This design comes from an exercise in tuning for small area, a short achievable clock period and few clock cycles on the open sky130 flow, not from production work. RTL that was checked went through simulation tests only; none was proved equivalent to the original. Power figures rest on the tool's default switching activity, not on a simulated workload.

==> flow/design.v (excerpt) <==
module cnn_layer_top (
    input  wire                   CLK,
    input  wire                   reset_i,
    input  wire                   start_i,
    output logic                  done_o,
    output logic                  wb_cyc_o,
    output logic                  wb_stb_o,
    output logic                  wb_we_o,
    output cnn_pkg::addr_t        wb_adr_o,
    output cnn_pkg::pixel_t       wb_dat_o,
    input  wire cnn_pkg::pixel_t  wb_dat_i,
    input  wire                   wb_ack_i
);
Size: ~2800 cells after synthesis, roughly 790 flip-flops, ~56 I/O pins, roughly 38000 um2 of cells after synthesis.
==> flow/config.mk <==
export PLATFORM = sky130hd
export DESIGN_NAME = cnn_layer_top
export DESIGN_NICKNAME = cnn_layer_top
export VERILOG_FILES = /design/flow/design.v
export SDC_FILE = /design/flow/constraint.sdc
export NUM_CORES = 4
export LEC_CHECK = 0
export CAP_MARGIN = 20
export CORE_MARGIN = 2
export CORE_UTILIZATION = 40
export CTS_CLUSTER_DIAMETER = 120
export CTS_CLUSTER_SIZE = 25
export SLEW_MARGIN = 20
==> flow/constraint.sdc <==
create_clock -name core_clock -period 11.0 [get_ports {CLK}]
set_input_delay 2.2000 -clock core_clock [delete_from_list [all_inputs] [get_ports {CLK}]]
set_output_delay 2.2000 -clock core_clock [all_outputs]
set_load 0.01 [all_outputs]
standard.sh (not shown) runs the stock make flow with config.mk's settings and CLKGATE_MAP_FILE= SYNTH_SCRIPT=/design/flow/synth_recipe.tcl, a recipe that flattens the netlist after the stock synthesis.
==> flow/flow/run.sh <==
#!/bin/bash
# Layout flow: the standard ORFS flow, with two changes that leave the
# clock period and constraints as they are: timing repair aims at a setup
# slack of 7.3 ns, and the port buffers are buf_4 cells.
set -euo pipefail
bash standard.sh SETUP_SLACK_MARGIN=7.3 "BUFFER_PORTS_ARGS=-buffer_cell sky130_fd_sc_hd__buf_4" finish > standard.log 2>&1
The first run ran to the end with no violations.
Next try:
--- a/flow/design.v
+++ b/flow/design.v
@@ -865,47 +865,45 @@
     w16_t        p0_q, p1_q, p2_q;
     logic [2:0]  seq_q;        
     logic [7:0]  ko_q [0:2], kw_q [0:2], kn_q [0:2];
     logic [63:0] r1_q;        
     logic [2:0]  a2_q;         
     w16_t        f1_q [0:7];
     w16_t        f2_q [0:7];
     w16_t        out_q;
     logic [2:0]  or_q, oc_q;   
-    logic        ov_q;
+    logic        ov_q, pv_q;
     w16_t        hm_q;
     w16_t        pm_q [0:3];
     logic [6:0]  pa_q;         
     logic [6:0]  pn_q;         
     logic [6:0]  ca_q, cn_q;   
     logic [6:0]  ra_q;         
     w16_t        ad_q;         
     logic        c_pend_q, p_pend_q;
     logic [4:0]  sh_q;
     logic free_w;
     logic launch_c, launch_p, launch_r, launch_any;
     logic rd_ok;
     logic [2:0] sh_cnt;
     assign free_w = !cyc_q || wb_ack_i;
     assign rd_ack_w = cyc_q && wb_ack_i && !we_q;
-    w16_t m_w, x_w, pr_w;
-    assign m_w  = smax(hm_q, out_q);
-    assign x_w  = smax(pm_q[0], hm_q);
-    assign pr_w = smax(x_w, out_q);
+    w16_t pr_w;
+    assign pr_w = smax(pm_q[0], hm_q);
     logic [2:0] or_n, oc_n;
     assign oc_n = oc_q + 3'd1;
     assign or_n = (oc_q == 3'd7) ? or_q + 3'd1 : or_q;
     always_comb begin
-        sh_cnt = 3'(sh_q[0]) + 3'(sh_q[1]);
+        sh_cnt = 3'(sh_q[0]) + 3'(sh_q[1]) + 3'(sh_q[2]);
     end
     logic c_now_w, p_now_w, c_avail_w, p_avail_w;
     assign c_now_w   = a2_q[2] && (or_n[2] || oc_n[2]);
-    assign p_now_w   = ov_q && oc_q[0] && or_q[0];
+    assign p_now_w   = pv_q && or_q[0];
     assign c_avail_w = c_pend_q || c_now_w;
     assign p_avail_w = p_pend_q || p_now_w;
     logic rd_base_w, defer_w;
     assign rd_base_w = busy_q && !rd_done_q && !(cyc_q && cur_s3_q) && (sh_cnt <= 3'd1);
     always_comb begin
         defer_w = 1'b0;
         if (rd_base_w && !seq_q[2]) begin
             if (c_now_w && !c_pend_q && !p_avail_w)                  defer_w = 1'b1;
             if (c_pend_q && !c_now_w && !a2_q[2] && !p_avail_w)      defer_w = 1'b1;
@@ -968,31 +966,32 @@
     end
     mac_rows2 mac_rows2_inst (
         .rows(r1_q),
         .sa(sa_w), .sb(sb_w)
     );
     assign sum_w = add16(sa_w, sb_w);
     logic fin_w;
     assign fin_w = busy_q && rd_done_q && cyc_q && we_q && wb_ack_i && !launch_any &&
                    (seq_q == 3'b000) && (a2_q == 3'b000) &&
-                   !ov_q &&
+                   !ov_q && !pv_q &&
                    !c_pend_q && !p_pend_q;
     always_ff @(posedge CLK) begin
         if (reset_i) begin
             busy_q    <= 1'b0;
             done_q    <= 1'b0;
             cyc_q     <= 1'b0;
             we_q      <= 1'b0;
             cur_s3_q  <= 1'b0;
             cur_w_q   <= 1'b0;
             seq_q     <= 3'b000;
             a2_q      <= 3'b000;
             ov_q      <= 1'b0;
+            pv_q      <= 1'b0;
             c_pend_q  <= 1'b0;
             p_pend_q  <= 1'b0;
             sh_q      <= '0;
             rd_done_q <= 1'b0;
         end else begin
             done_q <= fin_w;
             if (fin_w) busy_q <= 1'b0;
             if (!busy_q && !done_q && start_i) begin
                 busy_q    <= 1'b1;
@@ -1051,18 +1050,19 @@
             if (a2_q[2]) begin
                 or_q <= or_n;
                 oc_q <= oc_n;
                 ca_q <= cn_q;
                 cn_q <= (oc_n == 3'd7) ? cn_q + 7'd3 : cn_q + 7'd1;
                 pn_q <= 7'(18) + {1'b0, or_n[2:1], 3'b000} + {3'b000, or_n[2:1], 1'b0} + {5'b0, oc_n[2:1]};
             end
             if (free_w && launch_c) c_pend_q <= c_pend_q && c_now_w;
             else if (c_now_w)       c_pend_q <= 1'b1;
+            pv_q <= ov_q && oc_q[0];
             if (free_w && launch_p) p_pend_q <= p_pend_q && p_now_w;
             else if (p_now_w)       p_pend_q <= 1'b1;
         end
     end
     always_ff @(posedge CLK) begin
         if (free_w && launch_any) begin
             adr_q <= nxt_adr_w;
             if (launch_c) dat_q <= c_pend_q ? out_q : sum_w;
             else          dat_q <= p_pend_q ? pm_q[3] : pr_w;
@@ -1092,23 +1092,25 @@
         if (a2_q[2]) out_q <= sum_w;
         if (a2_q[1]) begin
             for (int i = 0; i < 7; i++) f2_q[i] <= f2_q[i+1];
             f2_q[7] <= sum_w;
         end
         if (a2_q[0]) begin
             for (int i = 0; i < 7; i++) f1_q[i] <= f1_q[i+1];
             f1_q[7] <= sum_w;
         end
-        if (ov_q && !oc_q[0]) hm_q <= out_q;
-        if (ov_q && oc_q[0]) begin
+        if (ov_q) hm_q <= oc_q[0] ? smax(hm_q, out_q) : out_q;
+        if (pv_q) begin
             for (int i = 0; i < 3; i++) pm_q[i] <= pm_q[i+1];
-            pm_q[3] <= or_q[0] ? pr_w : m_w;
-            if (or_q[0]) pa_q <= pn_q;
+            pm_q[3] <= or_q[0] ? pr_w : hm_q;
+            if (or_q[0]) begin
+                pa_q   <= pn_q;
+            end
         end
     end
     assign done_o   = done_q;
     assign wb_cyc_o = cyc_q;
     assign wb_stb_o = cyc_q;
     assign wb_we_o  = we_q;
     assign wb_adr_o = {9'd0, adr_q};
     assign wb_dat_o = dat_q;
 endmodule
Result: The changed run finished clean; power goes down by about 1.4%; die area goes down by about 2.2%; final area drops by 4.4%; global-route usage went down by 1.3 points; wire length is lower by about 10%; hold slack is worse by 0.011 ns; cell count went down by 4.6%; non-clock buffer count drops by 41; maximum frequency came out higher by 14%; utilization came out lower by 1.1 points; worst setup slack gains 0.51 ns; sequential power rises by about 1%; sequential share of layout area went up by 2.5 points.
No run of this note included a check of the RTL's function; only the layout flow was run.

* * *

Another version of the RTL of cnn_layer_top (not shown whole).
For scale: ~2800 cells after synthesis, about 780 flip-flops, ~56 I/O pins, about 37000 um2 of cells after synthesis.
export LEC_CHECK = 0
export CAP_MARGIN = 20
export CORE_MARGIN = 2
export CORE_UTILIZATION = 40
export CTS_CLUSTER_DIAMETER = 120
export CTS_CLUSTER_SIZE = 25
export SLEW_MARGIN = 20
create_clock -name core_clock -period 11.0 [get_ports {CLK}]
Scripts as last shown in full above: flow/flow/run.sh
Testbench counts at the start, summed over its fixed seeds: cycles 11,552.
==> next run, changes <==
--- a/flow/design.v
+++ b/flow/design.v
@@ -872,12 +872,13 @@
     w16_t        out_q;
     logic [2:0]  or_q, oc_q;   
     logic        ov_q;
     w16_t        hm_q;
     w16_t        pm_q [0:3];
     logic [3:0]  pa_q;         
+    logic [6:0]  ra_q;         
     w16_t        ad_q;         
     logic        c_pend_q, p_pend_q;
     logic [4:0]  sh_q;
     logic free_w;
     logic launch_c, launch_p, launch_r, launch_any;
     logic rd_ok;
@@ -914,24 +915,22 @@
     assign launch_p = busy_q && !c_avail_w && p_avail_w && !defer_w;
     assign launch_r = rd_ok;
     assign launch_any = launch_c || launch_p || launch_r;
     function automatic logic [6:0] img_adr(input logic [2:0] r, input logic [2:0] c);
         img_adr = 7'(18) + {1'b0, r, 3'b000} + {3'b000, r, 1'b0} + {4'b0000, c};
     endfunction
-    logic [6:0] ca_w, cn_w, pn_w, pa_w, ra_w;
-    assign ra_w = kst_q ? {3'b000, lc_q}
-                        : 7'(18) + {lr_q, 3'b000} + {2'b00, lr_q, 1'b0} + {3'b000, lc_q};
+    logic [6:0] ca_w, cn_w, pn_w, pa_w;
     assign ca_w = img_adr(or_q, oc_q);
     assign cn_w = img_adr(or_n, oc_n);
     assign pn_w = img_adr({1'b0, or_q[2:1]}, {1'b0, oc_q[2:1]});
     assign pa_w = img_adr({1'b0, pa_q[3:2]}, {1'b0, pa_q[1:0]});
     logic [6:0] nxt_adr_w;
     always_comb begin
         if (launch_c)      nxt_adr_w = c_pend_q ? ca_w : cn_w;
         else if (launch_p) nxt_adr_w = p_pend_q ? pa_w : pn_w;
-        else               nxt_adr_w = ra_w;
+        else               nxt_adr_w = ra_q;
     end
     logic h2_w, h1_w, h0_w;
     assign h2_w = seq_q[2];
     assign h1_w = seq_q[1] && !seq_q[2];
     assign h0_w = seq_q[0] && !seq_q[1];
     logic [2:0] seq_d;
@@ -1012,19 +1011,21 @@
                 cur_st_q  <= 1'b0;
                 cur_s3_q  <= 1'b0;
                 cur_w_q   <= 1'b0;
                 cur_row_q <= 2'd0;
                 or_q      <= 3'd7;
                 oc_q      <= 3'd7;
+                ra_q      <= 7'd1;
                 sh_q      <= '0;
             end else if (busy_q) begin
                 sh_q <= {sh_q[3:0], cyc_q && wb_ack_i && cur_w_q};
                 if (free_w) begin
                     cyc_q <= launch_any;
                     we_q  <= launch_c || launch_p;
                     if (launch_r) begin
+                        ra_q      <= (ra_q == 7'd8) ? 7'(18) : ra_q + 7'd1;
                         cur_k_q   <= kst_q;
                         cur_st_q  <= !kst_q && (lc_q >= 4'd2);
                         cur_s3_q  <= !kst_q && (lc_q >= 4'd2) && (lr_q >= 4'd2);
                         cur_w_q   <= !kst_q && (lc_q >= 4'd2) && (lr_q >= 4'd2) &&
                                      ((lr_q >= 4'd6) || (lc_q >= 4'd6) || (lr_q[0] && lc_q[0]));
                         cur_row_q <= (lr_q == 4'd0) ? 2'd0 : (lr_q == 4'd1) ? 2'd1 : 2'd2;
- fmax hardly moves
- utilization came out higher by 0.18 points
- wire length falls by about 1.1%
- global-route usage stays flat
- cell area grows by about 0.6%
- clock skew shrinks by 0.0092 ns
- die area stays flat
- worst hold slack got worse by 0.013 ns
- synthesized cell count came out higher by 0.90%
- count of clock-buffer cells in the layout grows by 1
- combinational power went down by 11%
Function not checked in the second run of this note: the RTL went through the layout flow alone.

* * *

cnn_layer_top, a different RTL version from the one above (not shown whole).
Size: roughly 2,700 cells after synthesis, ~56 I/O pins, roughly 0.037 mm² of cells after synthesis.
export LEC_CHECK = 0
export CAP_MARGIN = 20
export CORE_MARGIN = 2
export CORE_UTILIZATION = 40
export CTS_CLUSTER_DIAMETER = 120
export CTS_CLUSTER_SIZE = 25
export SLEW_MARGIN = 20
create_clock -name core_clock -period 11.0 [get_ports {CLK}]
Scripts as last shown in full above: flow/flow/run.sh
Testbench counts at the start, summed over its fixed seeds: cycles 11,904.
Change:
--- a/flow/design.v
+++ b/flow/design.v
@@ -865,53 +865,53 @@
     w16_t        p0_q, p1_q, p2_q;
     logic [2:0]  seq_q;        
     logic [7:0]  ko_q [0:2], kw_q [0:2], kn_q [0:2];
     logic [63:0] r1_q;        
     logic [2:0]  a2_q;         
     w16_t        f1_q [0:7];
     w16_t        f2_q [0:7];
     w16_t        out_q;
     logic [2:0]  or_q, oc_q;   
-    logic        ov_q, pv_q;
+    logic        ov_q;
     w16_t        hm_q;
     w16_t        pm_q [0:3];
     logic [6:0]  pa_q;         
     logic [6:0]  pn_q;         
     logic [6:0]  ca_q, cn_q;   
     logic [6:0]  ra_q;         
     w16_t        ad_q;         
     logic        c_pend_q, p_pend_q;
     logic [4:0]  sh_q;
     logic free_w;
     logic launch_c, launch_p, launch_r, launch_any;
     logic rd_ok;
     logic [2:0] sh_cnt;
     assign free_w = !cyc_q || wb_ack_i;
     assign rd_ack_w = cyc_q && wb_ack_i && !we_q;
-    w16_t pr_w;
-    assign pr_w = smax(pm_q[0], hm_q);
+    w16_t m_w, pr_w, x_q;
+    assign m_w  = smax(hm_q, out_q);
+    assign pr_w = smax(x_q, out_q);
     logic [2:0] or_n, oc_n;
     assign oc_n = oc_q + 3'd1;
     assign or_n = (oc_q == 3'd7) ? or_q + 3'd1 : or_q;
     always_comb begin
-        sh_cnt = 3'(sh_q[0]) + 3'(sh_q[1]) + 3'(sh_q[2]);
+        sh_cnt = 3'(sh_q[0]) + 3'(sh_q[1]);
     end
     logic c_now_w, p_now_w, c_avail_w, p_avail_w;
     assign c_now_w   = a2_q[2] && (or_n[2] || oc_n[2]);
-    assign p_now_w   = pv_q && or_q[0];
+    assign p_now_w   = ov_q && oc_q[0] && or_q[0];
     assign c_avail_w = c_pend_q || c_now_w;
     assign p_avail_w = p_pend_q || p_now_w;
-    logic rd_base_w, nxt_s3_w, defer_w;
+    logic rd_base_w, defer_w;
     assign rd_base_w = busy_q && !rd_done_q && !(cyc_q && cur_s3_q) && (sh_cnt <= 3'd1);
-    assign nxt_s3_w  = !kst_q && (lc_q >= 4'd2) && (lr_q >= 4'd2);
     always_comb begin
         defer_w = 1'b0;
-        if (rd_base_w && nxt_s3_w && !seq_q[2]) begin
+        if (rd_base_w && !seq_q[2]) begin
             if (c_now_w && !c_pend_q && !p_avail_w)                  defer_w = 1'b1;
             if (c_pend_q && !c_now_w && !a2_q[2] && !p_avail_w)      defer_w = 1'b1;
             if (p_avail_w && !(p_pend_q && p_now_w) && !c_avail_w &&
                 !a2_q[2] && !ov_q)                                   defer_w = 1'b1;
         end
     end
     assign rd_ok    = rd_base_w && ((!c_avail_w && !p_avail_w) || defer_w);
     assign launch_c = busy_q && c_avail_w && !defer_w;
     assign launch_p = busy_q && !c_avail_w && p_avail_w && !defer_w;
@@ -967,32 +967,31 @@
     end
     mac_rows2 mac_rows2_inst (
         .rows(r1_q),
         .sa(sa_w), .sb(sb_w)
     );
     assign sum_w = add16(sa_w, sb_w);
     logic fin_w;
     assign fin_w = busy_q && rd_done_q && cyc_q && we_q && wb_ack_i && !launch_any &&
                    (seq_q == 3'b000) && (a2_q == 3'b000) &&
-                   !ov_q && !pv_q &&
+                   !ov_q &&
                    !c_pend_q && !p_pend_q;
     always_ff @(posedge CLK) begin
         if (reset_i) begin
             busy_q    <= 1'b0;
             done_q    <= 1'b0;
             cyc_q     <= 1'b0;
             we_q      <= 1'b0;
             cur_s3_q  <= 1'b0;
             cur_w_q   <= 1'b0;
             seq_q     <= 3'b000;
             a2_q      <= 3'b000;
             ov_q      <= 1'b0;
-            pv_q      <= 1'b0;
             c_pend_q  <= 1'b0;
             p_pend_q  <= 1'b0;
             sh_q      <= '0;
             rd_done_q <= 1'b0;
         end else begin
             done_q <= fin_w;
             if (fin_w) busy_q <= 1'b0;
             if (!busy_q && !done_q && start_i) begin
                 busy_q    <= 1'b1;
@@ -1051,19 +1050,18 @@
             if (a2_q[2]) begin
                 or_q <= or_n;
                 oc_q <= oc_n;
                 ca_q <= cn_q;
                 cn_q <= (oc_n == 3'd7) ? cn_q + 7'd3 : cn_q + 7'd1;
                 pn_q <= 7'(18) + {1'b0, or_n[2:1], 3'b000} + {3'b000, or_n[2:1], 1'b0} + {5'b0, oc_n[2:1]};
             end
             if (free_w && launch_c) c_pend_q <= c_pend_q && c_now_w;
             else if (c_now_w)       c_pend_q <= 1'b1;
-            pv_q <= ov_q && oc_q[0];
             if (free_w && launch_p) p_pend_q <= p_pend_q && p_now_w;
             else if (p_now_w)       p_pend_q <= 1'b1;
         end
     end
     always_ff @(posedge CLK) begin
         if (free_w && launch_any) begin
             adr_q <= nxt_adr_w;
             if (launch_c) dat_q <= c_pend_q ? out_q : sum_w;
             else          dat_q <= p_pend_q ? pm_q[3] : pr_w;
@@ -1093,25 +1091,24 @@
         if (a2_q[2]) out_q <= sum_w;
         if (a2_q[1]) begin
             for (int i = 0; i < 7; i++) f2_q[i] <= f2_q[i+1];
             f2_q[7] <= sum_w;
         end
         if (a2_q[0]) begin
             for (int i = 0; i < 7; i++) f1_q[i] <= f1_q[i+1];
             f1_q[7] <= sum_w;
         end
-        if (ov_q) hm_q <= oc_q[0] ? smax(hm_q, out_q) : out_q;
-        if (pv_q) begin
+        x_q <= smax(pm_q[0], hm_q);
+        if (ov_q && !oc_q[0]) hm_q <= out_q;
+        if (ov_q && oc_q[0]) begin
             for (int i = 0; i < 3; i++) pm_q[i] <= pm_q[i+1];
-            pm_q[3] <= or_q[0] ? pr_w : hm_q;
-            if (or_q[0]) begin
-                pa_q   <= pn_q;
-            end
+            pm_q[3] <= or_q[0] ? pr_w : m_w;
+            if (or_q[0]) pa_q <= pn_q;
         end
     end
     assign done_o   = done_q;
     assign wb_cyc_o = cyc_q;
     assign wb_stb_o = cyc_q;
     assign wb_we_o  = we_q;
     assign wb_adr_o = {9'd0, adr_q};
     assign wb_dat_o = dat_q;
 endmodule
Outcome: The changed run went through all stages and came out clean. Setup slack loses 0.0088 ns. Total power came out higher by 2.3%. Non-clock buffer count rises by 16. Final area is higher by 3.0%. Wire length rises by 4.0%. Sequential power grows by about 3%. Core utilization rises by 0.38 points. Synthesized area is higher by about 2.5%. Via count goes up by 4.7%. Clock-buffer cell count is unchanged. Synthesized cell count climbs by about 2.6%. Die area increases by 2.5%. Cell count climbs by about 4%. Register-to-register slack is about the same.
For the second run of this note, only the layout was checked, not whether the RTL still works.

==> re-timing with driven ports <==
No port has a modelled driver above. Below, the same layouts with a new extraction and two added sets of constraints.
Step 1: set_driving_cell puts a clkbuf_16 on CLK and a buf_2 on each other input, an assumption about the parent block.
Step 2 also shifts input and output timing later by t, the mid clock arrival at the registers, as if the neighbouring blocks saw the same clock.
Three values: ideal, step 1, step 2; two values: the first two.
run	shift t [ns]	slack for setup (ns)	slew at the worst register clock pin (ns)
the first run of note 1	0.674	6.735 / 6.735 / 6.735	0.11 / 0.11
the second run of note 1	0.692	7.247 / 7.247 / 6.838	0.11 / 0.11
the first run of note 2	0.662	7.346 / 7.346 / 7.059	0.12 / 0.12
the second run of note 2	0.687	7.351 / 7.351 / 7.136	0.11 / 0.11
the first run of note 3	0.671	7.304 / 7.304 / 6.847	0.11 / 0.11
the second run of note 3	0.689	7.295 / 7.295 / 7.105	0.11 / 0.11
After both steps every run listed still meets setup and hold. For the first run of note 3, which loses most, drivers alone change the setup slack by 0.000 ns; drivers and shift together by -0.457 ns.
